What follows belongs to an exercise in optimizing a design on an open flow for small area; a production flow would make more cautious choices. Only simulation tests tie the RTL to the original design; equivalence was not proved. Power is estimated from default activity; no workload was simulated.

Setup of run A:
==> flow/design.v <==
module obsidian_decode_stage (
   input  logic         clk,
   input  logic         rst,
   input  logic [63:0]  IF_ID,
   input  logic         flush,
   input  logic         wb_en,
   input  logic [4:0]   wb_addr,
   input  logic [31:0]  wb_data,
   output logic [139:0] ID_EX,
   output logic         stall
);
   localparam logic [5:0] OP_LOAD = 6'h23;
   logic [31:0] r_regs [1:31];
   logic [31:1] r_vld;
   logic        r_p_en;
   logic [4:0]  r_p_addr;
   logic [31:0] r_p_data;
   logic        r_v;
   logic [31:0] r_pc;
   logic [10:0] r_imm_lo;    
   logic [4:0]  r_rs2;       
   logic [5:0]  r_op;
   logic [4:0]  r_rd;
   logic [4:0]  r_rs1;       
   logic [5:0]  w_opcode;
   logic [4:0]  w_rd;
   logic [4:0]  w_rs1;
   logic [4:0]  w_rs2;
   logic [4:0]  w_ex_rs2;
   logic [31:0] w_a;
   logic [31:0] w_b;
   logic [15:0] w_imm_g;
   function automatic logic [3:0] dec2(input logic [1:0] a);
      dec2 = {a[1] & a[0], a[1] & ~a[0], ~a[1] & a[0], ~a[1] & ~a[0]};
   endfunction
   function automatic logic [7:0] dec3(input logic [2:0] a);
      logic [3:0] l;
      l = dec2(a[1:0]);
      dec3 = {{4{a[2]}} & l, {4{~a[2]}} & l};
   endfunction
   assign w_opcode = IF_ID[31:26];
   assign w_rd     = IF_ID[25:21];
   assign w_rs1    = IF_ID[20:16];
   assign w_rs2    = IF_ID[15:11];
   assign w_ex_rs2 = r_rs2;
   assign stall = !rst && r_v && (r_op == OP_LOAD) && (r_rd != 5'd0) &&
                  ((r_rd == w_rs1) || (r_rd == w_rs2));
   always_ff @(posedge clk or posedge rst) begin
      if (rst) r_p_en <= 1'b0;
      else     r_p_en <= wb_en && (wb_addr != 5'd0);
   end
   always_ff @(posedge clk) begin
      r_p_addr <= wb_addr;
      r_p_data <= wb_data;
   end
   logic [3:0]  w_pl;
   logic [7:0]  w_ph;
   logic [31:1] w_we;
   assign w_pl = dec2(r_p_addr[1:0]);
   assign w_ph = dec3(r_p_addr[4:2]) & {8{r_p_en}};
   always_comb begin
      for (int i = 1; i < 32; i++) w_we[i] = w_pl[i % 4] & w_ph[i / 4];
   end
   always_ff @(posedge clk or posedge rst) begin
      if (rst) r_vld <= '0;
      else     r_vld <= r_vld | w_we;
   end
   logic [31:1] w_wen;
   assign w_wen = ~w_we;
   for (genvar i = 1; i < 32; i++) begin : g_reg
      logic [31:0] w_next;
      for (genvar b = 0; b < 32; b++) begin : g_b
         obsidian_hold u_h (.q(r_regs[i][b]), .d(r_p_data[b]), .we(w_we[i]), .wen(w_wen[i]),
                            .y(w_next[b]));
      end
      always_ff @(posedge clk) r_regs[i] <= w_next;
   end
   always_ff @(posedge clk or posedge rst) begin
      if (rst) begin
         r_v   <= 1'b0;
         r_rs1 <= '0;
         r_rs2 <= '0;
      end else begin
         r_v   <= !(flush || stall);
         r_rs1 <= w_rs1 & {5{!(flush || stall)}};
         r_rs2 <= w_rs2 & {5{!(flush || stall)}};
      end
   end
   always_ff @(posedge clk) begin
      r_pc  <= IF_ID[63:32];
      r_imm_lo <= IF_ID[10:0];
      r_op  <= w_opcode;
      r_rd  <= w_rd;
   end
   logic [32:0] w_s1;
   logic [32:0] w_s2;
   logic [9:0]  w_na [0:31];
   logic [9:0]  w_nb [0:31];
   logic [3:0]  w_s1l;
   logic [7:0]  w_s1h;
   logic [3:0]  w_s2l;
   logic [7:0]  w_s2h;
   assign w_s1l = dec2(r_rs1[1:0]);
   assign w_s1h = dec3(r_rs1[4:2]);
   assign w_s2l = dec2(w_ex_rs2[1:0]);
   assign w_s2h = dec3(w_ex_rs2[4:2]);
   always_comb begin
      w_s1 = '0;
      w_s2 = '0;
      for (int i = 1; i < 32; i++) begin
         w_s1[i] = w_s1l[i % 4] & w_s1h[i / 4] & r_vld[i];
         w_s2[i] = w_s2l[i % 4] & w_s2h[i / 4] & r_vld[i];
      end
   end
   for (genvar b = 0; b < 32; b++) begin : g_bit
      logic [31:1] w_d;
      for (genvar i = 1; i < 32; i++) begin : g_d
         assign w_d[i] = r_regs[i][b];
      end
      for (genvar k = 0; k < 10; k++) begin : g_k
         obsidian_aoi222 u_a (
            .a0(w_s1[3*k+1]), .b0(w_d[3*k+1]), .a1(w_s1[3*k+2]), .b1(w_d[3*k+2]),
            .a2(w_s1[3*k+3]), .b2(w_d[3*k+3]), .y(w_na[b][k]));
         obsidian_aoi222 u_b (
            .a0(w_s2[3*k+1]), .b0(w_d[3*k+1]), .a1(w_s2[3*k+2]), .b1(w_d[3*k+2]),
            .a2(w_s2[3*k+3]), .b2(w_d[3*k+3]), .y(w_nb[b][k]));
      end
      assign w_a[b] = ~&w_na[b] | (w_s1[31] & w_d[31]);
      assign w_b[b] = ~&w_nb[b] | (w_s2[31] & w_d[31]);
   end
   assign w_imm_g = {16{r_v}} & {r_rs2, r_imm_lo};
   assign ID_EX = {{32{r_v}} & r_pc, w_a, w_b, {16{w_imm_g[15]}}, w_imm_g,
                   {6{r_v}} & r_op, {5{r_v}} & r_rd, r_v};
endmodule
module obsidian_aoi222 (
   input  logic a0, b0, a1, b1, a2, b2,
   output logic y
);
   assign y = ~((a0 & b0) | (a1 & b1) | (a2 & b2));
endmodule
module obsidian_hold (
   input  logic q, d, we, wen,
   output logic y
);
   assign y = (q & wen) | (d & we);
endmodule
==> flow/config.mk <==
export PLATFORM = sky130hd
export DESIGN_NAME = obsidian_decode_stage
export DESIGN_NICKNAME = obsidian_decode_stage
export VERILOG_FILES = /design/flow/design.v
export SDC_FILE = /design/flow/constraint.sdc
export NUM_CORES = 4
export LEC_CHECK = 0
export CAP_MARGIN = 20
export CORE_MARGIN = 2
export CORE_UTILIZATION = 60
export SETUP_SLACK_MARGIN = 0.35
export SLEW_MARGIN = 20
export SYNTH_HIERARCHICAL = 1
export SYNTH_MINIMUM_KEEP_SIZE = 0
==> flow/constraint.sdc <==
create_clock -name core_clock -period 5.0 [get_ports {clk}]
set_input_delay 1.0000 -clock core_clock [delete_from_list [all_inputs] [get_ports {clk}]]
set_output_delay 1.0000 -clock core_clock [all_outputs]
set_load 0.01 [all_outputs]
standard.sh (not shown) runs the stock make flow with config.mk's settings and CLKGATE_MAP_FILE= SYNTH_SCRIPT=/design/flow/synth_recipe.tcl, a recipe that flattens the netlist after the stock synthesis.
==> flow/flow/run.sh <==
#!/bin/bash
# Own layout flow: the standard flow (standard.sh, unchanged synthesis), with two changes:
#  * ports are buffered with sky130_fd_sc_hd__buf_1 instead of the default port buffer cell;
#  * clock tree synthesis: clkbuf_16 for the trunk, clkbuf_8 for the leaf buffers with sink
#    clusters of up to 14 flip-flops, and no dummy loads.
# The full output of the flow goes to standard.log in the work folder; ORFS writes each step's
# log under orfs/logs/.
set -euo pipefail
bash standard.sh \
  'BUFFER_PORTS_ARGS=-buffer_cell sky130_fd_sc_hd__buf_1' \
  'CTS_ARGS=-sink_clustering_enable -repair_clock_nets -dont_use_dummy_load -buf_list {sky130_fd_sc_hd__clkbuf_16} -sink_clustering_buffer sky130_fd_sc_hd__clkbuf_8 -sink_clustering_size 14 -sink_clustering_max_diameter 60' \
  finish > standard.log 2>&1
Here is what was changed in the inputs of run B compared with run A.
Settings: swapping 60 for 70 in CORE_UTILIZATION.
Notes after the runs:
Route | run B vs run A | wire shorter in run B
Setup slack: run A and run B compared, lower one is run A
Run A → run B: cell leakage power closely matched the old numbers; total power draw closely matched the old numbers; aggregate global-route resource usage increased by 6.6 points relative to the old numbers.
The part of the power in combinational logic was comparable across run A and run B.
Run B went all the way through synthesis, placement and routing and the layout is clean on timing, DRC and antenna.
Relative to run A, worst hold slack after final layout decreased by 0.0059 ns in run B.
Detailed-route via count delta (run B − run A): unfavourable
STATUS highest ir drop seen on vdd: run B loses against run A
Compare run A and run B | cell area after layout higher: run A
Setup changes, run B to run C
Settings: CAP_MARGIN changed from 20 to 10; SETUP_SLACK_MARGIN changed from 0.35 to 0.2; SLEW_MARGIN changed from 20 to 10; CORE_UTILIZATION changed from 70 to 60; GPL_TIMING_DRIVEN newly set to 0.
==> flow/flow/run.sh <==
#!/bin/bash
# Own layout flow: the standard flow (standard.sh, unchanged synthesis), with two changes:
#  * ports are buffered with sky130_fd_sc_hd__buf_1 instead of the default port buffer cell;
#  * clock tree synthesis uses clkbuf_8 with sink clusters of up to 14 flip-flops and no dummy loads.
# The full output of the flow goes to standard.log in the work folder; ORFS writes each step's
# log under orfs/logs/.
set -euo pipefail
bash standard.sh \
  'BUFFER_PORTS_ARGS=-buffer_cell sky130_fd_sc_hd__buf_1' \
  'CTS_ARGS=-sink_clustering_enable -repair_clock_nets -dont_use_dummy_load -buf_list {sky130_fd_sc_hd__clkbuf_8} -sink_clustering_size 14 -sink_clustering_max_diameter 60' \
  finish > standard.log 2>&1
Run C: fraction of final layout cells sized beyond drive strength 1 higher than run B
When the final numbers for run B and run C were put side by side, the global-route usage turned out to be greater in run B.
The endpoint of the worst setup timing path comes out ID_EX[74] in one run and ID_EX[69] in the other, namely in run C and run B respectively.
Run C vs. run B: initial core utilization lower, first-iteration DRC count lower, number of antenna violations at the first check in global routing higher.
#### Input delta (run D over run C)
Settings: SLEW_MARGIN: 10 -> 20; GPL_TIMING_DRIVEN: 0 -> unset; SETUP_SLACK_MARGIN: 0.2 -> 0.35; CAP_MARGIN: 10 -> 20.
==> flow/flow/run.sh <==
#!/bin/bash
# Own layout flow: the standard flow (standard.sh, unchanged synthesis), with two changes:
#  * ports are buffered with sky130_fd_sc_hd__buf_1 instead of the default port buffer cell;
#  * clock tree synthesis: clkbuf_16 for the trunk, clkbuf_8 for the leaf buffers with sink
#    clusters of up to 14 flip-flops, and no dummy loads;
#  * timing-driven global placement does not keep the resizer's buffers.
# The full output of the flow goes to standard.log in the work folder; ORFS writes each step's
# log under orfs/logs/.
set -euo pipefail
bash standard.sh \
  'BUFFER_PORTS_ARGS=-buffer_cell sky130_fd_sc_hd__buf_1' \
  'GLOBAL_PLACEMENT_ARGS=-keep_resize_below_overflow 0' \
  'CTS_ARGS=-sink_clustering_enable -repair_clock_nets -dont_use_dummy_load -buf_list {sky130_fd_sc_hd__clkbuf_16} -sink_clustering_buffer sky130_fd_sc_hd__clkbuf_8 -sink_clustering_size 14 -sink_clustering_max_diameter 60' \
  finish > standard.log 2>&1
==> summary.txt <==
NOTE: via count in run D exceeds that of run C
Run D against run C: non-filler instance count after layout has remained practically unchanged; total length of routed met2 wires has remained practically unchanged; routed wire length has increased; non-clock buffer count has increased; tightest slew margin relative to the limit has increased.
Share of total power in sequential cells: run D < run C
Time the final worst path needs with I/O delays and setup in run D vs run C: down 0.13 ns
What run E does differently from run D at the input level:
Settings: changing SETUP_SLACK_MARGIN from 0.35 to 0.4; setting CTS_CLUSTER_DIAMETER to 60 for the first time; setting CTS_BUF_LIST to sky130_fd_sc_hd__clkbuf_8 for the first time; setting CTS_CLUSTER_SIZE to 14 for the first time.
==> flow/run.sh (new file) <==
#!/bin/bash
# synth_recipe.tcl (not shown) runs the flow's synth.tcl, then flattens the netlist and writes it again
# the make line also repeats each setting of config.mk as NAME=value (left out here)
make -C /OpenROAD-flow-scripts/flow DESIGN_CONFIG=/design/flow/config.mk WORK_HOME=/design/flow/orfs CLKGATE_MAP_FILE= SYNTH_SCRIPT=/design/flow/synth_recipe.tcl finish
removed: flow/flow/run.sh
removed: flow/standard.sh
### Flow results
- On global-route usage, the higher figure sits with run D, not run E.
- Run E vs run D — number of antenna violations at the first check in global routing rose 4.
- Summary of run E over run D: fraction of final layout cells sized beyond drive strength 1 -0.87 points, number of distinct standard cells referenced by the synthesized netlist ~0 delta, normalized max-slew margin -18 points, final instance area +1.1%.
- Area growth from synthesis to layout delta for run E relative to run D: 1.3 points higher
- Run E consumes more power than run D does.
- Of the two values seen for type of the most critical hold path, input port to async pin was produced by run D and register to register by run E.
- ~same wire length in run D and run E

[port drivers added, routing unchanged]
Ports are ideal in the flow. The routed layouts listed here were re-timed in OpenROAD. Step 1 assumes that a clkbuf_16 drives the clock port and a buf_2 every other input. Step 2 times the ports against the registers' clock, not the clock port: input delays grow and output delays shrink by t, the midpoint of the rising clock arrivals with the driver on. Slacks: no drivers / after step 1 / after step 2; pairs: no drivers / after step 1.
run	t, ns	setup slack, ns	clock arrival spread, ns	slew at the worst register clock pin (ns)
run A	0.705	0.112 / 0.046 / 0.751	0.046 / 0.046	0.11 / 0.11
run B	0.697	0.190 / 0.120 / 0.817	0.058 / 0.058	0.10 / 0.10
run C	0.793	0.037 / -0.026 / 0.767	0.055 / 0.056	0.10 / 0.10
run D	0.707	0.163 / 0.087 / 0.794	0.059 / 0.058	0.10 / 0.10
run E	0.792	0.276 / 0.206 / 0.998	0.060 / 0.060	0.10 / 0.10
After both steps setup and hold are still met in every run listed.
